Context: an optimization exercise on an open-source flow, tuned for small area. The choices shown serve that exercise and are no tape-out recipe.
Only simulation tests tie the RTL to the original design; equivalence was not proved.
Power figures rest on the tool's default switching activity, not on a simulated workload.

`flow/config.mk`:
```
export PLATFORM = sky130hd
export DESIGN_NAME = binary_neighbor_count_filter
export DESIGN_NICKNAME = binary_neighbor_count_filter
export VERILOG_FILES = /design/flow/design.v
export SDC_FILE = /design/flow/constraint.sdc
export NUM_CORES = 4
export LEC_CHECK = 0
export CAP_MARGIN = 20
export CORE_MARGIN = 2
export CORE_UTILIZATION = 70
export CTS_BUF_LIST = sky130_fd_sc_hd__clkbuf_8
export CTS_CLUSTER_DIAMETER = 50
export CTS_CLUSTER_SIZE = 20
export PLACE_DENSITY = 0.8
export SLEW_MARGIN = 20
```
`flow/design.v`:
```
`timescale 1ns / 1ps
package bncf_pkg;
  localparam int CFG_IDX_W  = 3;
  localparam int CFG_DATA_W = 11;
  localparam logic [CFG_IDX_W-1:0] CFG_IMAGE_WIDTH     = 3'd0;
  localparam logic [CFG_IDX_W-1:0] CFG_IMAGE_HEIGHT    = 3'd1;
  localparam logic [CFG_IDX_W-1:0] CFG_WHITE_THRESHOLD = 3'd2;
  localparam logic [CFG_IDX_W-1:0] CFG_MIN_NEIGHBORS   = 3'd3;
  localparam logic [CFG_IDX_W-1:0] CFG_BORDER_MARGIN   = 3'd4;
  localparam logic [CFG_DATA_W-1:0] RST_IMAGE_WIDTH  = 11'd640;
  localparam logic [CFG_DATA_W-1:0] RST_IMAGE_HEIGHT = 11'd480;
  localparam logic [7:0]            RST_THRESHOLD    = 8'd127;
  localparam logic [3:0]            RST_MIN_NB       = 4'd4;
  localparam logic [3:0]            RST_MARGIN       = 4'd5;
  localparam logic OP_PIXEL = 1'b0;
  localparam logic OP_FLUSH = 1'b1;
  localparam int   PIX_W    = 8;
  localparam logic [PIX_W-1:0] VALUE_WHITE = 8'd255;
  localparam logic [PIX_W-1:0] VALUE_BLACK = 8'd0;
  typedef struct packed {
    logic up;
    logic down;
    logic left;
    logic right;
  } nb_mask_t;
endpackage
`timescale 1ns / 1ps
import bncf_pkg::*;
module binary_neighbor_count_filter #(
  parameter int MAX_WIDTH  = 1024,
  parameter int MAX_HEIGHT = 1024
) (
  input  logic                          clk,
  input  logic                          rst_n,
  input  logic                          cfg_valid,
  output logic                          cfg_ready,
  input  logic [bncf_pkg::CFG_IDX_W-1:0]  cfg_index,
  input  logic [bncf_pkg::CFG_DATA_W-1:0] cfg_data,
  input  logic                          in_valid,
  output logic                          in_ready,
  input  logic                          in_op,
  input  logic [bncf_pkg::PIX_W-1:0]    in_pixel,
  output logic                          out_valid,
  input  logic                          out_ready,
  output logic [bncf_pkg::PIX_W-1:0]    out_value,
  output logic                          out_last
);
  localparam int CW   = $clog2(MAX_WIDTH);    
  localparam int HW   = $clog2(MAX_HEIGHT);   
  localparam int RDW  = HW + 1;               
  localparam int NSEG = CW;                   
  localparam int SRL  = (1 << NSEG) - 1;      
  function automatic logic [CW-1:0] clamp_w(input logic [CFG_DATA_W-1:0] v);
    logic [CFG_DATA_W-1:0] m;
    m = v - CFG_DATA_W'(1);
    if (v == '0) clamp_w = '0;
    else if (v > CFG_DATA_W'(MAX_WIDTH)) clamp_w = CW'(MAX_WIDTH - 1);
    else clamp_w = m[CW-1:0];
  endfunction
  function automatic logic [HW-1:0] clamp_h(input logic [CFG_DATA_W-1:0] v);
    logic [CFG_DATA_W-1:0] m;
    m = v - CFG_DATA_W'(1);
    if (v == '0) clamp_h = '0;
    else if (v > CFG_DATA_W'(MAX_HEIGHT)) clamp_h = HW'(MAX_HEIGHT - 1);
    else clamp_h = m[HW-1:0];
  endfunction
  logic [CW-1:0] wm1_r, wm1_d;    
  logic [HW-1:0] hm1_r, hm1_d;    
  logic [7:0]    thresh_r;
  logic [3:0]    min_nb_r;
  logic [3:0]    margin_r;
  logic [3:0]     cs_r;    
  logic [CW-1:0]  cd_r;    
  logic [3:0]     rs_r;    
  logic [RDW-1:0] rd_r;    
  logic cfg_fire, restart;
  logic in_fire, in_image, early_flush, load;
  logic col0, col1, wrap, at_end;
  logic in_band, pix_bit;
  logic en_r, en_n_r;
  logic s1_bit_r, s1_emit_r, s1_last_r;
  logic s1_up_r, s1_down_r, s1_left_r, s1_right_r;
  logic ph_r;
  logic           fa_r, fb_r;
  logic [SRL-1:0] sa_r, sb_r, sa_in, sb_in;
  logic [NSEG:0]  ta, tb;
  logic lt_r, lm_r, lb_r, ct_r;
  logic top, mid, cm, cb;
  logic [3:0] nb_count;
  logic       res, push;
  logic out_valid_r, out_val_r, out_last_r;
  logic sk_valid_r, sk_val_r, sk_last_r;
  logic pop;
  assign cfg_ready = 1'b1;
  assign cfg_fire  = cfg_valid;
  assign restart   = cfg_fire && (cfg_index == CFG_IMAGE_WIDTH ||
                                  cfg_index == CFG_IMAGE_HEIGHT);
  assign wm1_d = (cfg_fire && cfg_index == CFG_IMAGE_WIDTH)  ? clamp_w(cfg_data) : wm1_r;
  assign hm1_d = (cfg_fire && cfg_index == CFG_IMAGE_HEIGHT) ? clamp_h(cfg_data) : hm1_r;
  always_ff @(posedge clk) begin
    if (!rst_n) begin
      wm1_r    <= clamp_w(RST_IMAGE_WIDTH);
      hm1_r    <= clamp_h(RST_IMAGE_HEIGHT);
      thresh_r <= RST_THRESHOLD;
      min_nb_r <= RST_MIN_NB;
      margin_r <= RST_MARGIN;
    end else begin
      wm1_r <= wm1_d;
      hm1_r <= hm1_d;
      if (cfg_fire && cfg_index == CFG_WHITE_THRESHOLD) thresh_r <= cfg_data[7:0];
      if (cfg_fire && cfg_index == CFG_MIN_NEIGHBORS)   min_nb_r <= cfg_data[3:0];
      if (cfg_fire && cfg_index == CFG_BORDER_MARGIN)   margin_r <= cfg_data[3:0];
    end
  end
  assign pop      = out_valid_r && out_ready;
  assign push     = en_r && s1_emit_r;
  assign in_ready = out_ready || (32'(out_valid_r) + 32'(sk_valid_r) + 32'(push) <= 1);
  assign in_fire  = in_valid && in_ready;
  assign col0        = cs_r == 4'd0;
  assign col1        = cs_r == 4'd1;
  assign wrap        = cd_r == '0;
  assign in_image    = !rd_r[RDW-1];
  assign early_flush = in_image && (in_op == OP_FLUSH);
  assign load        = in_fire && !early_flush;
  assign at_end      = col0 && (rd_r == RDW'(-2));
  assign in_band = (rs_r < margin_r) || ((5'(rd_r[3:0]) + 5'd1 < 5'(margin_r)) && rd_r[RDW-1:4] == '0) ||
                   (cs_r < margin_r) || ((5'(cd_r[3:0]) + 5'd1 < 5'(margin_r)) && cd_r[CW-1:4] == '0);
  assign pix_bit = in_image && !in_band && (in_pixel >= thresh_r);
  always_ff @(posedge clk) begin
    if (!rst_n) begin
      cs_r <= '0;
      cd_r <= clamp_w(RST_IMAGE_WIDTH);
      rs_r <= '0;
      rd_r <= RDW'(clamp_h(RST_IMAGE_HEIGHT));
    end else if (restart || (load && at_end)) begin
      cs_r <= '0;
      cd_r <= wm1_d;
      rs_r <= '0;
      rd_r <= RDW'(hm1_d);
    end else if (load) begin
      if (wrap) begin
        cs_r <= '0;
        cd_r <= wm1_r;
        rs_r <= (rs_r == 4'd15) ? rs_r : rs_r + 4'd1;
        rd_r <= rd_r - RDW'(1);
      end else begin
        cs_r <= (cs_r == 4'd15) ? cs_r : cs_r + 4'd1;
        cd_r <= cd_r - CW'(1);
      end
    end
  end
  always_ff @(posedge clk) begin
    if (!rst_n) begin
      en_r   <= 1'b0;
      en_n_r <= 1'b1;
      ph_r   <= 1'b0;
    end else begin
      en_r   <= load;
      en_n_r <= !load;
      ph_r   <= !ph_r;
    end
  end
  always_ff @(posedge clk) begin
    s1_bit_r   <= pix_bit;
    s1_emit_r  <= col0 ? (rs_r >= 4'd2) : (rs_r >= 4'd1);
    s1_last_r  <= at_end;
    s1_up_r    <= col0 ? (rs_r >= 4'd3) : (rs_r >= 4'd2);
    s1_down_r  <= !rd_r[RDW-1] || (col0 && rd_r == RDW'(-1));
    s1_left_r  <= !col1 && (wm1_r != '0);
    s1_right_r <= !col0;
  end
  assign ta[0] = fa_r;
  assign tb[0] = fb_r;
  for (genvar i = 0; i < NSEG; i++) begin : g_seg
    localparam int B = (1 << i) - 1;
    localparam int L = 1 << i;
    assign sa_in[B] = ta[i];
    assign sb_in[B] = tb[i];
    if (L > 1) begin : g_shift
      assign sa_in[B+L-1:B+1] = sa_r[B+L-2:B];
      assign sb_in[B+L-1:B+1] = sb_r[B+L-2:B];
    end
    assign ta[i+1] = wm1_r[i] ? sa_r[B+L-1] : ta[i];
    assign tb[i+1] = wm1_r[i] ? sb_r[B+L-1] : tb[i];
  end
  always_ff @(posedge clk) begin
    fa_r <= ~(((s1_bit_r ^ ph_r) | en_n_r) & (fa_r | en_r));
    fb_r <= ~((ta[NSEG] | en_n_r) & (fb_r | en_r));
    sa_r <= ~((sa_in | {SRL{en_n_r}}) & (sa_r | {SRL{en_r}}));
    sb_r <= ~((sb_in | {SRL{en_n_r}}) & (sb_r | {SRL{en_r}}));
  end
  assign mid = ta[NSEG] ^ ph_r;
  assign top = tb[NSEG] ^ ph_r;
  assign cb  = fa_r ^ ph_r;
  assign cm  = fb_r ^ ph_r;
  always_ff @(posedge clk) begin
    if (en_r) begin
      lt_r <= ct_r;
      lm_r <= cm;
      lb_r <= cb;
      ct_r <= top;
    end
  end
  always_comb begin
    nb_count = 4'(lt_r & s1_left_r & s1_up_r)
             + 4'(lm_r & s1_left_r)
             + 4'(lb_r & s1_left_r & s1_down_r)
             + 4'(ct_r & s1_up_r)
             + 4'(cb & s1_down_r)
             + 4'(top & s1_right_r & s1_up_r)
             + 4'(mid & s1_right_r)
             + 4'(s1_bit_r & s1_right_r & s1_down_r);
    res = nb_count >= min_nb_r;
  end
  always_ff @(posedge clk) begin
    if (!rst_n) begin
      out_valid_r <= 1'b0;
      sk_valid_r  <= 1'b0;
    end else if (!out_valid_r || pop) begin
      out_valid_r <= sk_valid_r || push;
      sk_valid_r  <= sk_valid_r && push;
    end else if (push) begin
      sk_valid_r  <= 1'b1;
    end
  end
  always_ff @(posedge clk) begin
    if (!out_valid_r || pop) begin
      if (sk_valid_r) begin
        out_val_r  <= sk_val_r;
        out_last_r <= sk_last_r;
      end else begin
        out_val_r  <= res;
        out_last_r <= s1_last_r;
      end
    end
    if (push && (sk_valid_r || (out_valid_r && !pop))) begin
      sk_val_r  <= res;
      sk_last_r <= s1_last_r;
    end
  end
  assign out_valid = out_valid_r;
  assign out_value = out_val_r ? VALUE_WHITE : VALUE_BLACK;
  assign out_last  = out_last_r;
endmodule
```
`flow/constraint.sdc`:
```
create_clock -name core_clock -period 7.0 [get_ports {clk}]
set_input_delay 1.4000 -clock core_clock [delete_from_list [all_inputs] [get_ports {clk}]]
set_output_delay 1.4000 -clock core_clock [all_outputs]
set_load 0.01 [all_outputs]
```
`flow/run.sh`:
```
#!/bin/bash
# synth_recipe.tcl (not shown) runs the flow's synth.tcl, then flattens the netlist and writes it again
# the make line also repeats each setting of config.mk as NAME=value (left out here)
make -C /OpenROAD-flow-scripts/flow DESIGN_CONFIG=/design/flow/config.mk WORK_HOME=/design/flow/orfs CLKGATE_MAP_FILE= SYNTH_SCRIPT=/design/flow/synth_recipe.tcl finish
```
==> run_results.csv, run 1 <==
group,metric,value,unit
worst_setup_path,crit_path_start,"wm1_r[3]",
clocking,clock_latency,840,ps
logic_synthesis,ys_seq_area_share,69.9,%
drt,drc,0,
sta,fmax,191,MHz
logic_synthesis,ys_top_cells_by_count,"dfxtp_1 (2125), o22ai_1 (2045), clkbuf_1 (434)",
drt,wl,94800,um
final_layout,syn_to_final_growth,4.99,%
clocking,cts_root_buffer,"clkbuf_8",
pwr,power_density,401,nW/um^2
logic_synthesis,syn_area,61200,um^2
worst_setup_path,slowest_delay,610,ps
sta,setup_viol,0,
clocking,tritoncts,"yes",
worst_setup_path,reg2regPathDepth,17,
logic_synthesis,synthTopCellsByArea,"dfxtp_1 (69%), o22ai_1 (21%), clkbuf_1 (2.7%)",
clocking,htree_levels,4,
sta,slew_headroom,24.9,%
sta,finalCritPeriodShare,74.7,%
logic_synthesis,async_reset_ff_share,0,%
logic_synthesis,ys.flop_type,"dfxtp_1",
logic_synthesis,synth.most_common_cell,"dfxtp_1",
drt,routedWlPerCell,15.3,um
final_layout,ff_latch_area,42800,um^2
worst_setup_path,crit_path_end_kind,"flop",
worst_setup_path,critical_path_required,7560,ps
sta,hold_viol,0,
floorplanning,die_x,300,um
worst_setup_path,start_kind,"flop",
final_layout,fin_cells,6176,
floorplanning,initial_core_util,70.6,%
run,drv_cap,0,
sta,layout_min_cycle_time,5230,ps
worst_setup_path,cp-endpoint,"out_val_r",
placement,portBuffers,38,
status,outcome,"complete, no violations",
floorplanning,coreArea,86800,um^2
logic_synthesis,synth_top_area_share,69.5,%
drt,firstDrtPassIters,5,
grt,track_usage,20.5,%
clocking,post_cts_buffers,0,
grt,grt_pass1_vias,35100,
floorplanning,fp.dieArea,89800,um^2
pwr,p_leak,23.8,nW
worst_setup_path,reg2reg_from,"wm1_r[3]",
logic_synthesis,synth_warnings,1,
grt,grt_pass1_wl,163000,um
grt,gr-total-overflow,0,
placement,finalWeightedCongestion,0.864,
clocking,cts_resized,0,
floorplanning,num_io_pins,40,
logic_synthesis,syn_avg_cell_area,11.7,um^2
final_layout,nNetsFinal,5017,
drt,via_per_inst,6.15,
final_layout,final_util,74.1,%
logic_synthesis,synth.distinct_cells,80,
drt,ant_nets,0,
floorplanning,die_h,300,um
logic_synthesis,synth_enable_flop_cells,8,
logic_synthesis,synth.net_count,5315,
clocking,clk_path_buf_depth,3,
clocking,cts_sinks,2133,
worst_setup_path,path_class,"reg2reg",
logic_synthesis,postSynthCellCount,5242,
logic_synthesis,synth_top_area_cell,"dfxtp_1",
sta,drv_slew,0,
worst_setup_path,crit_path_frequent_cell,"fa_1",
worst_setup_path,r2r_slack,1770,ps
logic_synthesis,ys_ff_latch,2133,
sta,worst_pin_slew,1130,ps
floorplanning,row_count,108,
placement,hpwl,51900,um
pwr,vdd_drop_max,0.000283,V
final_layout,drive_above_1_share,5.34,%
final_layout,n_fill_cell,5982,
pwr,finalPower,0.0258,W
sta,rsz0062_at_grt,"no",
grt,grt_max_degree,288,
worst_setup_path,worstPathCellList,"nor3_1, a221oi_1, a211oi_1, o41ai_2, xor2_1, nand2_1, fa_1, inv_1, fa_1, ha_1, fa_1, xor2_1, ha_1, nor2b_1, o21ai_0, nand2b_1, mux2_2",
grt,antenna_found_initial,1,
sta,finClkSkew,60.5,ps
worst_setup_path,crit_fanout,9,
drt,drtIter0Drc,2362,
drt,via_count,38000,
placement,post-place-cells,5956,
clocking,hold_buffers,0,
clocking,cts_buffers,139,
sta,setup_tns,0,ps
worst_setup_path,r2r_end,"out_val_r",
hold_path,min_path_type,"reg2reg",
clocking,clkTransAtPathRegs,110,ps
sta,worst_slack,1770,ps
placement,dp_slack,1880,ps
worst_setup_path,crit_arrival,5790,ps
final_layout,multi_input_area,16300,um^2
worst_setup_path,cp_slowest_cell,"nor3_1",
==> per-layer routing <==
metal,global-route usage [%],routed length [um],vias to the layer above
met2,32.1,42300,430
met3,3.45,3110,142
met1,29.7,47500,17800
li1,-,-,19600
met4,6.11,1790,0
met5,0,0,-
==> worst min path at each step <==
stage,cells after the start,from,endpoint,slack (ps)
2_1_floorplan,0,s1_last_r,sk_last_r,400
4_1_cts,1,sa_r[851],sa_r[852],420
5_1_grt,1,sa_r[1016],sa_r[1017],410
3_5_place_dp,0,s1_last_r,sk_last_r,420
3_3_place_gp,1,sb_r[3],sb_r[4],420
6_report,1,sb_r[507],sb_r[508],430
==> cells in the final DEF, fill, tap and decap left out, types with 7 or more instances in the layout <==
cell	instances
o22ai_1	2045
buf_4	12
ha_1	41
a21oi_1	48
nor3_1	18
mux2_2	9
o21ai_0	35
a211oi_1	7
nand2b_1	13
inv_6	10
o211ai_1	18
nor2b_1	12
buf_12	13
xor2_1	10
o31ai_1	10
xnor2_1	7
nand2_1	75
edfxtp_1	8
nor2_1	49
clkbuf_8	157
inv_8	11
and3_1	10
inv_1	52
mux2i_1	12
dfxtp_1	2123
clkdlybuf4s50_1	38
nand3_1	26
clkinv_2	8
==> critical path, delay by kind of cell (launching register included) <==
kind            cells  cell delay, ps
fa+ha+maj           5            1900
compound gates      4            1060
simple gates        4             910
flops               1             410
xor+xnor            2             350
mux                 1             250
buf+inv             1              50
==> power by group <==
group / switching, W / internal, W
registers: 0.00172 / 0.0154
logic: 0.00103 / 0.00161
clock network: 0.00370 / 0.00234
==> through the flow <==
stage                     hold slack (ps)  cell area (um^2)
after global placement                424             61400
after global routing                  415             64300
after CTS                             420             64200
after floorplan                       404             61200
after detailed placement              421             61400
final                                 426             64300
==> layout make-up <==
type	count	share of cell area (%)
Sequential cell	2133	66.6
Inverter	40	0.234
Multi-Input combinational cell	2564	25.4
Clock buffer	157	3.36
Clock inverter	60	0.952
Timing Repair Buffer	66	1.24
Antenna cell	1	0.00389
Tap cell	1155	2.25
==> state kept, by name (all words and copies together), names as in the netlist, 4 cells and up <==
register  cells
cs_r          4
hm1_r        10
sa_r       1023
cd_r         10
sb_r       1023
margin_r      4
rs_r          4
rd_r         11
min_nb_r      4
thresh_r      8
wm1_r        10
==> cells by family (layout without fill, tap and decap cells) <==
logic type,Yosys count,after routing,share of synthesized area [%]
AOI/OAI and AO/OA,2221,2221,22.9
DFF,2133,2133,69.9
buffers and inverters,545,323,3.47
and+or+nand+nor,257,257,2.18
adders and majority gates,47,47,1.00
muxes,21,21,0.362
xor gates and xnor gates,17,17,0.243
other,1,2,0.00613
==> inputs of run 2 (changes only) <==
--- a/flow/config.mk
+++ b/flow/config.mk
@@ -9,7 +9,7 @@
 export CORE_MARGIN = 2
 export CORE_UTILIZATION = 70
 export CTS_BUF_LIST = sky130_fd_sc_hd__clkbuf_8
-export CTS_CLUSTER_DIAMETER = 50
-export CTS_CLUSTER_SIZE = 20
+export CTS_CLUSTER_DIAMETER = 40
+export CTS_CLUSTER_SIZE = 14
 export PLACE_DENSITY = 0.8
 export SLEW_MARGIN = 20
==> run 2 against run 1 <==
Net effect: still clean on timing, DRC and antenna; sequential share of layout area decreased by 0.79 points; count of clock-buffer cells in the layout grew 52; wire length up 1.3%; critical path depth stayed put; flip-flop and latch count unchanged; worst setup slack better by 120 ps; synthesized cell count did not move; first-iteration DRC count is 4.1% higher; non-clock buffer count shrank 1; largest cell class unchanged.
==> run_results.csv, run 2 <==
group,metric,value,unit
clocking,cts_root_buffer,"clkbuf_8",
pwr,vdd_drop_max,0.000260,V
logic_synthesis,synthTopCellsByArea,"dfxtp_1 (69%), o22ai_1 (21%), clkbuf_1 (2.7%)",
drt,drc,0,
sta,layout_min_cycle_time,5110,ps
sta,setup_viol,0,
final_layout,layout_commonest_cell,"dfxtp_1",
clocking,clock_latency,870,ps
clocking,hold_buffers,0,
final_layout,drive_above_1_share,6.37,%
sta,worst_pin_slew,1250,ps
placement,hpwl,51900,um
logic_synthesis,synth_enable_flop_cells,8,
logic_synthesis,ys_ff_latch,2133,
worst_setup_path,path_class,"reg2reg",
final_layout,reg.largest.list,"sa_r: 1023 flops, sb_r: 1023 flops, rd_r: 11 flops",
floorplanning,num_io_pins,40,
logic_synthesis,ys_seq_area_share,69.9,%
drt,via_per_inst,6.14,
logic_synthesis,async_reset_ff_share,0,%
logic_synthesis,syn_area,61200,um^2
logic_synthesis,synth.net_count,5315,
worst_setup_path,crit_path_end_kind,"flop",
logic_synthesis,synth_top_area_share,69.5,%
hold_path,min_path_type,"reg2reg",
floorplanning,row_count,108,
floorplanning,fp.dieArea,89800,um^2
clocking,cts_buffers,190,
worst_setup_path,crit_arrival,5720,ps
logic_synthesis,synth.most_common_cell,"dfxtp_1",
sta,rsz0062_at_grt,"no",
logic_synthesis,postSynthCellCount,5242,
logic_synthesis,ys_top_cells_by_count,"dfxtp_1 (2125), o22ai_1 (2045), clkbuf_1 (434)",
drt,via_count,38300,
placement,dp_slack,1880,ps
worst_setup_path,r2r_slack,1890,ps
placement,portBuffers,38,
final_layout,layout_common_cells,"dfxtp_1 (2123), o22ai_1 (2045), clkbuf_8 (209), nand2_1 (75), inv_1 (59)",
grt,grt_max_degree,288,
run,drv_cap,0,
sta,worst_slack,1890,ps
drt,ant_nets,0,
grt,antenna_found_initial,1,
clocking,htree_levels,4,
grt,grt_pass1_vias,36200,
drt,wl,96000,um
sta,fmax,196,MHz
grt,use_met3,4.02,%
sta,slew_headroom,16.4,%
logic_synthesis,synth_top_area_cell,"dfxtp_1",
floorplanning,initial_core_util,70.6,%
worst_setup_path,reg2regPathDepth,17,
drt,firstDrtPassIters,5,
pwr,power_density,410,nW/um^2
grt,grtUsageMet1,28.8,%
worst_setup_path,crit_fanout,9,
clocking,tritoncts,"yes",
clocking,clk_path_buf_depth,3,
floorplanning,coreArea,86800,um^2
hold_path,hold_depth,1,
floorplanning,die_x,300,um
logic_synthesis,ys.flop_type,"dfxtp_1",
sta,finClkSkew,33.9,ps
clocking,cts_sinks,2133,
grt,top_usage_layer,"met2",
drt,drtIter0Drc,2459,
grt,gr-usage-met2,33.7,%
worst_setup_path,start_kind,"flop",
clocking,post_cts_buffers,0,
grt,gr-total-overflow,0,
clocking,clkTransAtPathRegs,80,ps
logic_synthesis,synth_warnings,1,
final_layout,syn_to_final_growth,6.24,%
status,outcome,"complete, no violations",
sta,drv_slew,0,
grt,track_usage,20.9,%
sta,finalCritPeriodShare,73.0,%
floorplanning,die_h,300,um
clocking,cts_resized,0,
sta,setup_tns,0,ps
final_layout,nNetsFinal,5067,
logic_synthesis,synth.distinct_cells,80,
pwr,p_leak,24.2,nW
drt,routedWlPerCell,15.4,um
worst_setup_path,critical_path_required,7610,ps
logic_synthesis,syn_avg_cell_area,11.7,um^2
placement,finalWeightedCongestion,0.864,
grt,grt_pass1_wl,165000,um
sta,hold_viol,0,
==> run 2: final cells by class <==
type                    instances  area [um^2]
diodes                          1         2.50
clock buffers                 209         2880
clock inverters                72          693
fillers                      5865        21700
inverters                      40          150
multi-input cells            2564        16300
flip-flops and latches       2133        42800
well taps                    1155         1450
repair buffers                 65          769
==> run 2: power breakdown <==
part           leakage (nW)  total [W]  internal, W  switching (W)
Sequential             18.0     0.0171       0.0154        0.00173
Combinational          4.37    0.00265      0.00161        0.00103
Clock                  1.87    0.00692      0.00307        0.00385
Total                  24.2     0.0267       0.0201        0.00661
==> run 2: critical path: stages (launching register included) <==
cell and delay (ps):
dfxtp_1 410, nor3_1 570, a221oi_1 200, a211oi_1 540, o41ai_2 160, xor2_1 180
nand2_1 90, fa_1 500, inv_1 50, fa_1 430, ha_1 230, fa_1 440
xor2_1 170, ha_1 260, nor2b_1 120, o21ai_0 150, nand2b_1 90, mux2_2 250
==> run 2: kinds of logic after synthesis <==
group | after synthesis | share of synthesized area, %
fa+ha+maj | 47 | 1.00
xor+xnor | 17 | 0.243
simple gates | 257 | 2.18
other cells | 1 | 0.00613
flops | 2133 | 69.9
mux | 21 | 0.362
compound gates | 2221 | 22.9
buf+inv | 545 | 3.47
==> run 2: worst paths after layout <==
check                    to      start
setup / recovery  out_val_r   wm1_r[3]
hold reg to reg   sb_r[953]  sb_r[952]
setup reg to reg  out_val_r   wm1_r[3]
hold / removal    sb_r[953]  sb_r[952]
==> run 2: through the flow <==
| step | cells | total power (W) | instance area [um^2] | hold WS [ps] | util [%] |
|---|---|---|---|---|---|
| floorplan | 5242 | 0.0192 | 61200 | 404 | - |
| global placement | 5956 | 0.0197 | 61400 | 424 | 70.8 |
| detailed placement | 5956 | 0.0200 | 61400 | 421 | 70.8 |
| CTS | 6237 | 0.0269 | 65000 | 415 | 74.9 |
| global route | 6239 | 0.0281 | 65000 | 434 | 75.0 |
| finish | 6239 | 0.0267 | 65000 | 419 | 75.0 |
==> run 2: per-layer routing <==
metal,part of all wire (%),vias to the layer above
met4,1.7,0
met5,0,-
met2,45,445
li1,-,19700
met3,3.5,132
met1,50,18100
==> inputs of run 3 (changes only) <==
--- a/flow/config.mk
+++ b/flow/config.mk
@@ -7,9 +7,9 @@
 export LEC_CHECK = 0
 export CAP_MARGIN = 20
 export CORE_MARGIN = 2
-export CORE_UTILIZATION = 70
+export CORE_UTILIZATION = 85
 export CTS_BUF_LIST = sky130_fd_sc_hd__clkbuf_8
-export CTS_CLUSTER_DIAMETER = 40
-export CTS_CLUSTER_SIZE = 14
-export PLACE_DENSITY = 0.8
+export CTS_CLUSTER_DIAMETER = 45
+export CTS_CLUSTER_SIZE = 18
+export PLACE_DENSITY = 0.92
 export SLEW_MARGIN = 20
==> run 3 against run 2 <==
Net effect: still clean; utilization rose by 15 points; total power rose by 0.92%; die area is 17% lower; maximum frequency down 2.0%; worst hold slack gained 12 ps; non-clock buffer count increased by 10; synthesized cell count is the same; count of clock-buffer cells in the layout down 49; critical endpoint unchanged; largest cell class unchanged; largest power group unchanged.
==> run_results.csv, run 3 <==
group,metric,value,unit
pwr,pwr-share-comb,11.0,%
drt,met1_length,55500,um
placement,post-place-cells,5760,
pwr,vdd_drop_max,0.000367,V
floorplanning,fp.dieArea,74200,um^2
clocking,cts_sinks,2133,
final_layout,reg.largest.list,"sa_r: 1023 flops, sb_r: 1023 flops, rd_r: 11 flops",
final_layout,final_cell_area,64100,um^2
logic_synthesis,synth_top_area_share,69.5,%
clocking,cts_buffers,148,
final_layout,nNetsFinal,5035,
worst_setup_path,crit_arrival,5810,ps
worst_setup_path,critical_path_required,7600,ps
logic_synthesis,synth.net_count,5315,
logic_synthesis,ys_seq_area_share,69.9,%
logic_synthesis,synth_top_area_cell,"dfxtp_1",
sta,finClkSkew,47.8,ps
final_layout,n_fill_cell,2801,
worst_setup_path,start_kind,"flop",
sta,setup_tns,0,ps
hold_path,min_path_type,"reg2reg",
sta,worst_pin_slew,1130,ps
sta,finalCritPeriodShare,74.5,%
drt,via_count,42500,
grt,antenna_found_initial,1,
worst_setup_path,worstPathCellList,"nor3_1, a221oi_2, a211oi_1, o41ai_2, xor2_1, nand3_1, fa_1, inv_1, fa_1, ha_1, fa_1, xor2_1, ha_1, nor2b_1, o21ai_0, nand2b_1, mux2_2",
worst_setup_path,cp_slowest_cell,"nor3_1",
pwr,switchingPower,0.00748,W
floorplanning,initial_core_util,85.8,%
drt,drtIter0Drc,4527,
drt,via_per_inst,7.12,
floorplanning,row_count,98,
worst_setup_path,critPathBufInv,1,
floorplanning,coreArea,71400,um^2
placement,portBuffers,38,
placement,hpwl,63400,um
pwr,switching_share,27.8,%
drt,routedWlPerCell,22.9,um
logic_synthesis,synthTopCellsByArea,"dfxtp_1 (69%), o22ai_1 (21%), clkbuf_1 (2.7%)",
drt,firstDrtPassIters,8,
logic_synthesis,ys_ff_latch,2133,
worst_setup_path,crit_fanout,9,
placement,placed_area,61300,um^2
sta,hold_ws,431,ps
logic_synthesis,synth.most_common_cell,"dfxtp_1",
final_layout,syn_to_final_growth,4.64,%
drt,met3WireLength,7440,um
sta,drv_slew,0,
clocking,hold_buffers,0,
logic_synthesis,syn_avg_cell_area,11.7,um^2
sta,slew_headroom,24.6,%
logic_synthesis,synth_warnings,1,
pwr,p_seq_share,65.6,%
pwr,power_density,421,nW/um^2
final_layout,fin_cells,5969,
final_layout,layout_commonest_cell,"dfxtp_1",
status,outcome,"complete, no violations",
logic_synthesis,synth_enable_flop_cells,8,
worst_setup_path,slowest_delay,640,ps
sta,fmax,192,MHz
floorplanning,die_x,272,um
sta,hold_viol,0,
drt,top_layer,"met4",
logic_synthesis,syn_area,61200,um^2
grt,track_usage,34.1,%
run,drv_cap,0,
clocking,cts_root_buffer,"clkbuf_8",
pwr,power.internal,0.0195,W
pwr,clock_power_share,23.3,%
grt,grt_pass1_vias,40400,
grt,grt_pass1_wl,209000,um
placement,dp_slack,1850,ps
drt,drc,0,
logic_synthesis,postSynthCellCount,5242,
drt,ant_nets,0,
final_layout,drive_above_1_share,5.44,%
logic_synthesis,ys_top_cells_by_count,"dfxtp_1 (2125), o22ai_1 (2045), clkbuf_1 (434)",
grt,gr-total-overflow,0,
sta,worst_slack,1790,ps
grt,grt_max_degree,289,
clocking,htree_levels,4,
sta,layout_min_cycle_time,5210,ps
clocking,post_cts_buffers,0,
floorplanning,num_io_pins,40,
clocking,clkTransAtPathRegs,100,ps
logic_synthesis,async_reset_ff_share,0,%
clocking,clk_path_buf_depth,3,
sta,rsz0062_at_grt,"no",
drt,wl_met2,69100,um
drt,wl,137000,um
pwr,p_leak,23.8,nW
worst_setup_path,cp_top_family,"adder cells",
clocking,clock_latency,860,ps
sta,setup_viol,0,
logic_synthesis,synth.distinct_cells,80,
placement,finalWeightedCongestion,0.876,
final_layout,layout_common_cells,"dfxtp_1 (2123), o22ai_1 (2045), clkbuf_8 (160), nand2_1 (75), nor2_1 (49)",
worst_setup_path,path_class,"reg2reg",
logic_synthesis,ys.flop_type,"dfxtp_1",
worst_setup_path,crit_path_end_kind,"flop",
floorplanning,die_h,272,um
worst_setup_path,crit_path_frequent_cell,"fa_1",
clocking,cts_resized,0,
clocking,tritoncts,"yes",
## run 3: final timing paths
| path | startpoint | endpoint | slack [ps] | cells after the start |
|---|---|---|---|---|
| setup / recovery | wm1_r[3] | out_val_r | 1790 | 17 |
| hold / removal | sa_r[244] | sa_r[245] | 430 | 1 |
| setup reg to reg | wm1_r[3] | out_val_r | 1790 | 17 |
| hold reg to reg | sa_r[244] | sa_r[245] | 430 | 1 |
## run 3: power by group through the flow
stage / registers, W / clock network (W) / logic [W]
after global routing: 0.0179 / 0.00672 / 0.00322
after global placement: 0.0172 / 0 / 0.00248
final: 0.0177 / 0.00629 / 0.00297
after CTS: 0.0175 / 0.00625 / 0.00291
after floorplan: 0.0169 / 0 / 0.00230
after detailed placement: 0.0175 / 0 / 0.00274
## run 3: area by class of cell
cell class	count	area [um^2]	share of cell area, %
tap	950	1190	1.86
sequential	2133	42800	66.8
clock buffer	160	2200	3.44
inverter	40	150	0.234
antenna	1	2.50	0.00391
timing repair buffer	75	873	1.36
clock inverter	46	541	0.844
multi-input combinational	2564	16300	25.5
## run 3: logic make-up after synthesis
family,share of synthesized area (%)
compound gates,22.9
flops,69.9
buf+inv,3.47
simple gates,2.18
fa+ha+maj,1.00
mux,0.362
xor+xnor,0.243
other cells,0.00613
## run 3: through the flow
step | total power, W | utilization (%)
6_report | 0.0269 | 89.8
5_1_grt | 0.0278 | 89.8
4_1_cts | 0.0267 | 89.7
3_5_place_dp | 0.0202 | 85.8
2_1_floorplan | 0.0192 | -
3_3_place_gp | 0.0197 | 85.8
## run 3: per-layer routing
layer | up-vias | track usage (%)
met5 | - | 0
met4 | 0 | 13.9
met3 | 462 | 4.65
met2 | 1962 | 58.1
met1 | 20600 | 44.3
li1 | 19500 | -
==> inputs of run 4 (changes only) <==
--- a/flow/config.mk
+++ b/flow/config.mk
@@ -7,9 +7,5 @@
 export LEC_CHECK = 0
 export CAP_MARGIN = 20
 export CORE_MARGIN = 2
-export CORE_UTILIZATION = 85
-export CTS_BUF_LIST = sky130_fd_sc_hd__clkbuf_8
-export CTS_CLUSTER_DIAMETER = 45
-export CTS_CLUSTER_SIZE = 18
-export PLACE_DENSITY = 0.92
+export CORE_UTILIZATION = 40
 export SLEW_MARGIN = 20
==> run 4 against run 3 <==
Net effect: sequential power down 3%; wire length is 29% lower; critical endpoint unchanged; synthesized area did not move; still clean; count of clock-buffer cells in the layout up 129; first-iteration DRC count is 48% lower; largest power group unchanged; via count fell by 9.5%.
==> run_results.csv, run 4 <==
group,metric,value,unit
status,outcome,"complete, no violations",
worst_setup_path,crit_fanout,9,
final_layout,layout_commonest_cell,"dfxtp_1",
clocking,cts_resized,0,
sta,drv_slew,0,
final_layout,drive_above_1_share,7.78,%
logic_synthesis,async_reset_ff_share,0,%
logic_synthesis,ys_seq_area_share,69.9,%
drt,via_per_inst,5.33,
clocking,post_cts_buffers,0,
worst_setup_path,crit_arrival,5740,ps
final_layout,fin_cells,7208,
hold_path,min_path_type,"reg2reg",
grt,grt_max_degree,258,
logic_synthesis,ys_top_cells_by_count,"dfxtp_1 (2125), o22ai_1 (2045), clkbuf_1 (434)",
drt,drc,0,
worst_setup_path,critical_path_required,7550,ps
final_layout,diodes,0,
drt,via_count,38400,
drt,routedWlPerCell,13.5,um
worst_setup_path,crit_path_end_kind,"flop",
grt,track_usage,12.2,%
sta,hold_ws,431,ps
pwr,p_seq_share,55.9,%
floorplanning,row_count,143,
clocking,cts_root_buffer,"clkbuf_16",
logic_synthesis,synth.most_common_cell,"dfxtp_1",
worst_setup_path,start_kind,"flop",
clocking,htree_levels,4,
grt,grt_pass1_vias,36500,
floorplanning,num_io_pins,40,
floorplanning,die_h,395,um
pwr,vdd_drop_max,0.000280,V
sta,finClkSkew,16.2,ps
grt,gr-total-overflow,0,
logic_synthesis,ys_ff_latch,2133,
logic_synthesis,syn_avg_cell_area,11.7,um^2
pwr,clock_power_share,35.6,%
logic_synthesis,synth.net_count,5315,
pwr,switching_share,23.3,%
worst_setup_path,path_class,"reg2reg",
sta,hold_viol,0,
sta,rsz0062_at_grt,"no",
logic_synthesis,synth_enable_flop_cells,8,
clocking,cts_sinks,2133,
drt,ant_nets,0,
floorplanning,die_x,395,um
logic_synthesis,postSynthCellCount,5242,
final_layout,nNetsFinal,5078,
pwr,power_density,440,nW/um^2
logic_synthesis,ys.flop_type,"dfxtp_1",
final_layout,layout_common_cells,"dfxtp_1 (2123), o22ai_1 (2045), clkbuf_16 (200), nand2_1 (75), clkbuf_8 (58)",
pwr,power.internal,0.0234,W
clocking,clk_path_buf_depth,3,
clocking,tritoncts,"yes",
logic_synthesis,synthTopCellsByArea,"dfxtp_1 (69%), o22ai_1 (21%), clkbuf_1 (2.7%)",
sta,layout_min_cycle_time,5190,ps
grt,grt_pass1_wl,170000,um
clocking,clock_latency,800,ps
placement,post-place-cells,6832,
logic_synthesis,syn_area,61200,um^2
floorplanning,fp.dieArea,156000,um^2
clocking,cts_buffers,199,
sta,slew_headroom,25.1,%
drt,drtIter0Drc,2359,
run,drv_cap,0,
floorplanning,coreArea,152000,um^2
pwr,p_leak,25.8,nW
pwr,switchingPower,0.00712,W
placement,hpwl,49600,um
placement,portBuffers,38,
sta,setup_viol,0,
placement,finalWeightedCongestion,0.797,
grt,antenna_found_initial,0,
sta,finalCritPeriodShare,74.2,%
drt,wl,97600,um
final_layout,syn_to_final_growth,13.4,%
sta,worst_pin_slew,1120,ps
pwr,pwr-share-comb,8.6,%
sta,setup_tns,0,ps
sta,fmax,193,MHz
logic_synthesis,synth_warnings,1,
final_layout,final_util,45.7,%
logic_synthesis,synth.distinct_cells,80,
logic_synthesis,synth_top_area_share,69.5,%
clocking,clkTransAtPathRegs,60,ps
logic_synthesis,synth_top_area_cell,"dfxtp_1",
floorplanning,initial_core_util,40.3,%
clocking,hold_buffers,0,
final_layout,reg.largest.list,"sa_r: 1023 flops, sb_r: 1023 flops, rd_r: 11 flops",
drt,firstDrtPassIters,8,
run 4: critical path, stage by stage (launching register included):
cell	delay, ps
dfxtp_1	400
nor3_1	590
a221oi_1	210
a211oi_1	510
o41ai_2	160
xor2_1	210
nand2_1	100
fa_1	510
inv_1	50
fa_1	440
ha_1	230
fa_1	440
xor2_1	170
ha_1	260
nor2b_1	120
o21ai_0	140
nand2b_1	110
mux2_2	270
run 4: layout make-up:
type / instances / area [um^2]
clock inverters: 85 / 937
multi-input cells: 2564 / 16300
well taps: 2030 / 2540
inverters: 40 / 150
flip-flops and latches: 2133 / 42800
fillers: 13800 / 82500
repair buffers: 67 / 777
clock buffers: 289 / 5920
run 4: power by group through the flow:
stage	clock network [W]	logic (W)	registers (W)
3_3_place_gp	0	0.00250	0.0173
3_5_place_dp	0	0.00264	0.0173
4_1_cts	0.0113	0.00265	0.0171
2_1_floorplan	0	0.00230	0.0169
5_1_grt	0.0117	0.00297	0.0175
6_report	0.0109	0.00262	0.0171
run 4: final timing paths:
kind / from / end / slack [ps] / cells past startpoint
setup / recovery: wm1_r[3] / out_val_r / 1810 / 17
hold / removal: sa_r[386] / sa_r[387] / 430 / 1
hold reg to reg: sa_r[386] / sa_r[387] / 430 / 1
setup reg to reg: wm1_r[3] / out_val_r / 1810 / 17
run 4: metrics by stage:
step	total power, W	area (um^2)	setup slack (ps)
after detailed placement	0.0199	62500	1880
after global routing	0.0322	69400	1560
final	0.0306	69400	1810
after CTS	0.0310	69400	1870
after floorplan	0.0192	61200	2330
after global placement	0.0198	62500	2010
run 4: per-layer routing:
metal	GRT usage, %	up-vias	share of wire (%)
met5	0	-	0
met4	4.25	0	2.1
met3	2.90	162	3.8
met2	19.0	407	43
met1	16.6	18000	51
li1	-	19900	-
run 4: logic make-up after synthesis:
family / Yosys count / synth area share [%]
AOI/OAI and AO/OA: 2221 / 22.9
adders and majority gates: 47 / 1.00
and+or+nand+nor: 257 / 2.18
other: 1 / 0.00613
xor gates and xnor gates: 17 / 0.243
buffers and inverters: 545 / 3.47
DFF: 2133 / 69.9
muxes: 21 / 0.362
==> inputs of run 5 (changes only) <==
==> flow/flow/run.sh (new file) <==
#!/bin/bash
# The standard layout (standard.sh) with two changes: clock tree synthesis
# without dummy loads, using clkbuf_8 in small sink clusters, and port
# buffers of the smallest buffer cell. Every step's output is kept in
# flow_make.log here and ORFS's own per-step logs under orfs/logs.
set -euo pipefail
export CTS_ARGS="-sink_clustering_enable -repair_clock_nets -dont_use_dummy_load -buf_list sky130_fd_sc_hd__clkbuf_16 -sink_clustering_size 36 -sink_clustering_max_diameter 50"
export BUFFER_PORTS_ARGS="-buffer_cell sky130_fd_sc_hd__buf_1"
bash standard.sh finish > flow_make.log 2>&1
==> flow/standard.sh (new file) <==
#!/bin/bash
# synth_recipe.tcl (not shown) runs the flow's synth.tcl, then flattens the netlist and writes it again
# the make line also repeats each setting of config.mk as NAME=value (left out here)
make -C /OpenROAD-flow-scripts/flow DESIGN_CONFIG=/design/flow/config.mk WORK_HOME=/design/flow/orfs CLKGATE_MAP_FILE= SYNTH_SCRIPT=/design/flow/synth_recipe.tcl "${@:-finish}"
--- a/flow/config.mk
+++ b/flow/config.mk
@@ -7,5 +7,6 @@
 export LEC_CHECK = 0
 export CAP_MARGIN = 20
 export CORE_MARGIN = 2
-export CORE_UTILIZATION = 40
+export CORE_UTILIZATION = 70
+export PLACE_DENSITY = 0.8
 export SLEW_MARGIN = 20
removed: flow/run.sh
==> run 5 against run 4 <==
Net effect: first-iteration DRC count rose by 4.7%; critical path depth did not move; combinational power hardly changed; global-route usage rose by 8.7 points; via count is 1.6% lower; wire length down 1.4%; largest cell class unchanged; still clean; clock skew grew 83 ps; die area decreased by 42%; synthesized cell count is the same; non-clock buffer count is 2 higher.
==> run_results.csv, run 5 <==
group,metric,value,unit
worst_setup_path,crit_arrival,5500,ps
floorplanning,initial_core_util,70.6,%
logic_synthesis,ys_ff_latch,2133,
worst_setup_path,worstPathCellList,"nor3_1, a221oi_2, a211oi_1, o41ai_2, xor2_1, nand3_1, fa_1, inv_1, fa_1, ha_1, fa_1, xor2_1, ha_1, nor2b_1, o21ai_0, nand2b_1, mux2_2",
final_layout,diodes,0,
grt,grt_pass1_wl,165000,um
sta,worst_pin_slew,1080,ps
logic_synthesis,synth_warnings,1,
placement,portBuffers,38,
logic_synthesis,syn_avg_cell_area,11.7,um^2
final_layout,layout_commonest_cell,"dfxtp_1",
sta,finalCritPeriodShare,72.3,%
final_layout,layout_common_cells,"dfxtp_1 (2123), o22ai_1 (2045), clkbuf_16 (137), nand2_1 (75), nor2_1 (49)",
drt,drc,0,
sta,setup_tns,0,ps
logic_synthesis,ys.flop_type,"dfxtp_1",
sta,layout_min_cycle_time,5060,ps
worst_setup_path,crit_path_end_kind,"flop",
hold_path,hold_depth,1,
drt,drtIter0Drc,2471,
hold_path,min_path_type,"reg2reg",
final_layout,n_fill_cell,5857,
worst_setup_path,path_class,"reg2reg",
clocking,clock_latency,750,ps
worst_setup_path,crit_path_frequent_cell,"fa_1",
drt,ant_nets,0,
logic_synthesis,ys_seq_area_share,69.9,%
clocking,clkTransAtPathRegs,100,ps
clocking,clk_path_buf_depth,3,
floorplanning,fp.dieArea,89800,um^2
sta,rsz0062_at_grt,"no",
final_layout,reg.largest.list,"sa_r: 1023 flops, sb_r: 1023 flops, rd_r: 11 flops",
clocking,tritoncts,"yes",
floorplanning,die_h,300,um
worst_setup_path,r2r_end,"out_val_r",
logic_synthesis,synth.distinct_cells,80,
worst_setup_path,cp_slowest_cell,"fa_1",
drt,via_per_inst,6.21,
sta,hold_ws,403,ps
worst_setup_path,r2r_slack,1940,ps
worst_setup_path,reg2regPathDepth,17,
clocking,cts_buffers,137,
pwr,power.internal,0.0205,W
pwr,power_density,415,nW/um^2
clocking,post_cts_buffers,0,
pwr,switchingPower,0.00636,W
placement,hpwl,52300,um
hold_path,hp-start,"sb_r[640]",
logic_synthesis,synth_enable_flop_cells,8,
grt,grt_max_degree,253,
clocking,cts_root_buffer,"clkbuf_16",
clocking,cts_sinks,2133,
sta,drv_slew,0,
worst_setup_path,slowest_delay,540,ps
drt,via_count,37800,
drt,firstDrtPassIters,5,
run,drv_cap,0,
logic_synthesis,synth_top_area_share,69.5,%
pwr,finalPower,0.0268,W
sta,setup_viol,0,
sta,finClkSkew,99.4,ps
pwr,p_seq_share,63.9,%
drt,wl,96200,um
pwr,vdd_drop_max,0.000294,V
sta,hold_viol,0,
logic_synthesis,ys_top_cells_by_count,"dfxtp_1 (2125), o22ai_1 (2045), clkbuf_1 (434)",
logic_synthesis,synth.net_count,5315,
floorplanning,coreArea,86800,um^2
placement,finalWeightedCongestion,0.817,
pwr,switching_share,23.7,%
logic_synthesis,syn_area,61200,um^2
final_layout,nNetsFinal,5018,
logic_synthesis,postSynthCellCount,5242,
grt,grt_pass1_vias,35200,
floorplanning,num_io_pins,40,
sta,slew_headroom,27.9,%
grt,antenna_found_initial,0,
drt,routedWlPerCell,15.8,um
logic_synthesis,synth.most_common_cell,"dfxtp_1",
logic_synthesis,async_reset_ff_share,0,%
logic_synthesis,synth_top_area_cell,"dfxtp_1",
hold_path,hold_end,"sb_r[641]",
grt,gr-total-overflow,0,
pwr,pwr-share-comb,9.8,%
status,outcome,"complete, no violations",
worst_setup_path,crit_fanout,9,
worst_setup_path,reg2reg_from,"wm1_r[3]",
floorplanning,die_x,300,um
floorplanning,row_count,108,
final_layout,syn_to_final_growth,5.58,%
final_layout,final_util,74.5,%
pwr,clock_power_share,26.2,%
clocking,hold_buffers,0,
worst_setup_path,critical_path_required,7440,ps
clocking,cts_resized,0,
grt,track_usage,20.9,%
logic_synthesis,synthTopCellsByArea,"dfxtp_1 (69%), o22ai_1 (21%), clkbuf_1 (2.7%)",
worst_setup_path,start_kind,"flop",
sta,fmax,198,MHz
final_layout,drive_above_1_share,4.13,%
pwr,p_leak,23.9,nW
clocking,htree_levels,4,
-- run 5: worst max-delay path by stage --
stage	endpoint	from	slack, ps	cells after the start
finish	out_val_r	wm1_r[3]	1940	17
floorplan	out_val_r	wm1_r[5]	2330	18
global route	out_val_r	wm1_r[3]	1560	17
global placement	out_val_r	wm1_r[3]	2030	17
detailed placement	out_val_r	wm1_r[3]	1980	17
CTS	out_val_r	wm1_r[3]	1920	17
-- run 5: kinds of logic after synthesis --
group | share of synthesized area, %
buffers and inverters | 3.47
XOR/XNOR | 0.243
other | 0.00613
AND/OR/NAND/NOR | 2.18
multiplexers | 0.362
adder cells (fa/ha/maj) | 1.00
flip-flops | 69.9
AO/OA/AOI/OAI | 22.9
-- run 5: per-layer routing --
metal	vias to the layer above	global-route usage (%)	routed length, um
met5	-	0	0
met2	381	32.8	43400
met4	0	6.07	1920
li1	19500	-	-
met1	17800	30.4	48200
met3	148	3.06	2650
-- run 5: layout make-up --
class                   instances  area [um^2]  share of cell area (%)
repair buffers                 69          509                   0.788
well taps                    1155         1450                    2.24
clock buffers                 137         3430                    5.30
flip-flops and latches       2133        42800                    66.2
inverters                      40          150                   0.232
multi-input cells            2564        16300                    25.2
-- run 5: power groups by stage --
stage | clock network, W | registers (W) | logic (W)
after CTS | 0.00721 | 0.0171 | 0.00265
after floorplan | 0 | 0.0169 | 0.00230
final | 0.00704 | 0.0171 | 0.00263
after global placement | 0 | 0.0172 | 0.00245
after global routing | 0.00766 | 0.0175 | 0.00297
after detailed placement | 0 | 0.0173 | 0.00263
-- run 5: critical path: cells and delay by family, from the launching register on --
family / cells / cell delay, ps
adders and majority gates: 5 / 1900
AOI/OAI and AO/OA: 4 / 940
and+or+nand+nor: 4 / 860
DFF: 1 / 400
xor gates and xnor gates: 2 / 360
muxes: 1 / 260
buffers and inverters: 1 / 50
-- run 5: metrics by stage --
step / instance area, um^2 / setup slack (ps) / cells
after floorplan: 61200 / 2330 / 5242
after global placement: 61200 / 2030 / 5961
after detailed placement: 61200 / 1980 / 5961
after CTS: 64600 / 1920 / 6098
after global routing: 64600 / 1560 / 6098
final: 64600 / 1940 / 6098
==> inputs of run 6 (changes only) <==
==> flow/flow/run.sh (replaced) <==
#!/bin/bash
# The standard layout (standard.sh) with two changes: clock tree synthesis
# without dummy loads, using clkbuf_8 in small sink clusters, and port
# buffers of the smallest buffer cell. Every step's output is kept in
# flow_make.log here and ORFS's own per-step logs under orfs/logs.
set -euo pipefail
export CTS_ARGS="-sink_clustering_enable -repair_clock_nets -dont_use_dummy_load -buf_list sky130_fd_sc_hd__clkbuf_8 -sink_clustering_size 18 -sink_clustering_max_diameter 45"
export BUFFER_PORTS_ARGS="-buffer_cell sky130_fd_sc_hd__buf_1"
bash standard.sh finish > flow_make.log 2>&1
==> run 6 against run 5 <==
Net effect: via count decreased by 0.43%; maximum frequency increased by 0.86%; global-route usage decreased by 0.31 points; first-iteration DRC count decreased by 7.4%; final cell count increased by 0.28%; synthesized area unchanged; combinational power about the same; count of clock-buffer cells in the layout increased by 16; non-clock buffer count unchanged; flip-flop and latch count unchanged; sequential share of layout area increased by 1.4 points.
==> run_results.csv, run 6 <==
group,metric,value,unit
placement,hpwl,52300,um
logic_synthesis,synth-simple-area-share,2.18,%
clocking,post_cts_buffers,0,
drt,met3WireLength,2850,um
hold_path,hold_end,"sb_r[209]",
pwr,finalPower,0.0251,W
grt,grt_pass1_wl,163000,um
logic_synthesis,synth_top_area_share,69.5,%
placement,portBuffers,38,
clocking,clk_path_buf_depth,3,
grt,grt_pass1_vias,35800,
logic_synthesis,synth_enable_flop_cells,8,
sta,fmax,199,MHz
final_layout,reg.largest.list,"sa_r: 1023 flops, sb_r: 1023 flops, rd_r: 11 flops",
clocking,cts_resized,0,
clocking,cts_buffers,153,
logic_synthesis,synth_top_area_cell,"dfxtp_1",
floorplanning,fp.dieArea,89800,um^2
floorplanning,initial_core_util,70.6,%
run,drv_cap,0,
sta,finClkSkew,59.0,ps
logic_synthesis,synth.area.mux_share,0.362,%
drt,drtIter0Drc,2288,
logic_synthesis,synthTopCellsByArea,"dfxtp_1 (69%), o22ai_1 (21%), clkbuf_1 (2.7%)",
logic_synthesis,syn_avg_cell_area,11.7,um^2
logic_synthesis,synth.distinct_cells,80,
final_layout,n_fill_cell,6103,
drt,via_count,37700,
logic_synthesis,synth_xor_area_share,0.243,%
logic_synthesis,syn_area,61200,um^2
sta,drv_slew,0,
worst_setup_path,start_kind,"flop",
sta,layout_min_cycle_time,5010,ps
sta,rsz0062_at_grt,"no",
floorplanning,row_count,108,
logic_synthesis,ys.flop_type,"dfxtp_1",
logic_synthesis,synth.most_common_cell,"dfxtp_1",
drt,via_per_inst,6.16,
clocking,cts_sinks,2133,
clocking,cts_root_buffer,"clkbuf_8",
sta,worst_pin_slew,1090,ps
drt,routedWlPerCell,15.4,um
pwr,pwr-share-comb,10.4,%
drt,wl_met2,42000,um
pwr,power.internal,0.0189,W
floorplanning,num_io_pins,40,
sta,setup_viol,0,
sta,slew_headroom,27.6,%
hold_path,hp-start,"sb_r[208]",
final_layout,ff_latch_area,42800,um^2
pwr,p_leak,23.4,nW
drt,firstDrtPassIters,5,
hold_path,hold_depth,1,
drt,top_layer,"met4",
pwr,switching_share,24.4,%
worst_setup_path,reg2reg_from,"wm1_r[3]",
final_layout,drive_above_1_share,4.44,%
worst_setup_path,reg2regPathDepth,17,
clocking,clkTransAtPathRegs,100,ps
sta,hold_viol,0,
pwr,switchingPower,0.00612,W
grt,track_usage,20.6,%
pwr,power_density,396,nW/um^2
grt,gr-total-overflow,0,
grt,antenna_found_initial,1,
worst_setup_path,path_class,"reg2reg",
drt,drc,0,
logic_synthesis,synth_fa_ha_area_share,1.00,%
sta,finalCritPeriodShare,71.6,%
sta,hold_ws,384,ps
drt,wl,94200,um
logic_synthesis,synth.net_count,5315,
worst_setup_path,critical_path_required,7590,ps
final_layout,nNetsFinal,5034,
hold_path,min_path_type,"reg2reg",
floorplanning,coreArea,86800,um^2
pwr,vdd_drop_max,0.000257,V
worst_setup_path,crit_path_end_kind,"flop",
grt,grt_max_degree,253,
worst_setup_path,crit_fanout,9,
drt,ant_nets,0,
worst_setup_path,r2r_slack,1990,ps
logic_synthesis,synth_warnings,1,
logic_synthesis,synth_top_family_by_area,"compound AO/OA/AOI/OAI gates",
final_layout,layout_commonest_cell,"dfxtp_1",
final_layout,layout_common_cells,"dfxtp_1 (2123), o22ai_1 (2045), clkbuf_8 (153), nand2_1 (75), nor2_1 (49)",
clocking,tritoncts,"yes",
worst_setup_path,crit_arrival,5600,ps
pwr,p_seq_share,68.3,%
drt,met1_length,47500,um
clocking,hold_buffers,0,
status,outcome,"complete, no violations",
floorplanning,die_x,300,um
clocking,htree_levels,4,
floorplanning,die_h,300,um
worst_setup_path,r2r_end,"out_val_r",
pwr,clock_power_share,21.3,%
final_layout,multi_input_area,16300,um^2
sta,setup_tns,0,ps
clocking,clock_latency,830,ps
placement,finalWeightedCongestion,0.817,
logic_synthesis,synth-compound-area-share,22.9,%
logic_synthesis,ys_seq_area_share,69.9,%
logic_synthesis,ys_top_cells_by_count,"dfxtp_1 (2125), o22ai_1 (2045), clkbuf_1 (434)",
final_layout,syn_to_final_growth,3.43,%
logic_synthesis,ys_ff_latch,2133,
logic_synthesis,postSynthCellCount,5242,
logic_synthesis,async_reset_ff_share,0,%
run 6: changes by cell type in the layout (fill, tap and decap cells not counted):
| cell | previous run | this run |
|---|---|---|
| clkbuf_16 | 137 | 0 |
| clkbuf_8 | 0 | 153 |
| diode_2 | 0 | 1 |
run 6: power by group through the flow:
stage	clock (W)	combinational [W]	sequential (W)
after global placement	0	0.00245	0.0172
after detailed placement	0	0.00263	0.0173
after floorplan	0	0.00230	0.0169
final	0.00534	0.00261	0.0171
after global routing	0.00596	0.00295	0.0175
after CTS	0.00554	0.00264	0.0171
run 6: cell families after synthesis:
logic type	count (synthesis)
adder cells (fa/ha/maj)	47
AO/OA/AOI/OAI	2221
XOR/XNOR	17
buffers and inverters	545
flip-flops	2133
multiplexers	21
AND/OR/NAND/NOR	257
other	1
run 6: per-stage QoR:
step	util, %	area (um^2)	std cells	setup WS, ps
5_1_grt	73.0	63300	6115	1630
3_3_place_gp	70.5	61200	5961	2030
3_5_place_dp	70.5	61200	5961	1980
2_1_floorplan	-	61200	5242	2330
6_report	73.0	63300	6115	1990
4_1_cts	73.0	63300	6114	2000
run 6: layout make-up:
cell class              instances  area share, %
flip-flops and latches       2133           67.6
diodes                          1        0.00395
inverters                      40          0.237
repair buffers                 69          0.804
multi-input cells            2564           25.8
clock buffers                 153           3.33
well taps                    1155           2.28
run 6: how the worst max path moves through the flow:
| stage | from | endpoint | slack (ps) | cells after the start |
|---|---|---|---|---|
| after floorplan | wm1_r[5] | out_val_r | 2330 | 18 |
| after global placement | wm1_r[3] | out_val_r | 2030 | 17 |
| after detailed placement | wm1_r[3] | out_val_r | 1980 | 17 |
| after CTS | wm1_r[3] | out_val_r | 2000 | 17 |
| after global routing | wm1_r[3] | out_val_r | 1630 | 17 |
| final | wm1_r[3] | out_val_r | 1990 | 17 |
run 6: routing by layer:
metal | vias to the layer above | track usage, %
li1 | 19500 | -
met5 | - | 0
met3 | 147 | 3.35
met4 | 0 | 6.14
met2 | 404 | 33.9
met1 | 17600 | 28.2
run 6: critical path: stages (launching register included):
cell and delay (ps):
dfxtp_1 410, nor3_1 530, a221oi_2 120, a211oi_1 520
o41ai_2 150, xor2_1 190, nand3_1 130, fa_1 540
inv_1 50, fa_1 430, ha_1 230, fa_1 440
xor2_1 170, ha_1 260, nor2b_1 130, o21ai_0 150
nand2b_1 90, mux2_2 260

[port drivers added, routing unchanged]
Ports are ideal in the flow. The routed layouts listed here were re-timed in OpenROAD.
Step 1, drivers: a clkbuf_16 drives clk and a buf_2 each remaining input, both assumed.
Step 2, shift: input delay + t, output delay - t, t = (earliest + latest rising clock arrival at the registers) / 2. This alone moves slack from input paths to output paths.
a / b / c = ideal / step 1 / step 2; a / b = the first two.
run | t (ns) | setup WS [ns] | worst slew at a driven data input, ns | pins driven straight from the clock port
run 1 | 0.876 | 1.773 / 1.773 / 1.773 | 0.05 | 1
run 2 | 0.913 | 1.892 / 1.892 / 1.892 | 0.05 | 1
run 3 | 0.906 | 1.787 / 1.787 / 1.787 | 0.04 | 1
run 4 | 0.869 | 1.807 / 1.807 / 1.807 | 0.04 | 1
run 5 | 0.762 | 1.942 / 1.942 / 1.942 | 0.05 | 1
run 6 | 0.862 | 1.985 / 1.985 / 1.985 | 0.05 | 1
After both steps every run listed still meets setup and hold.
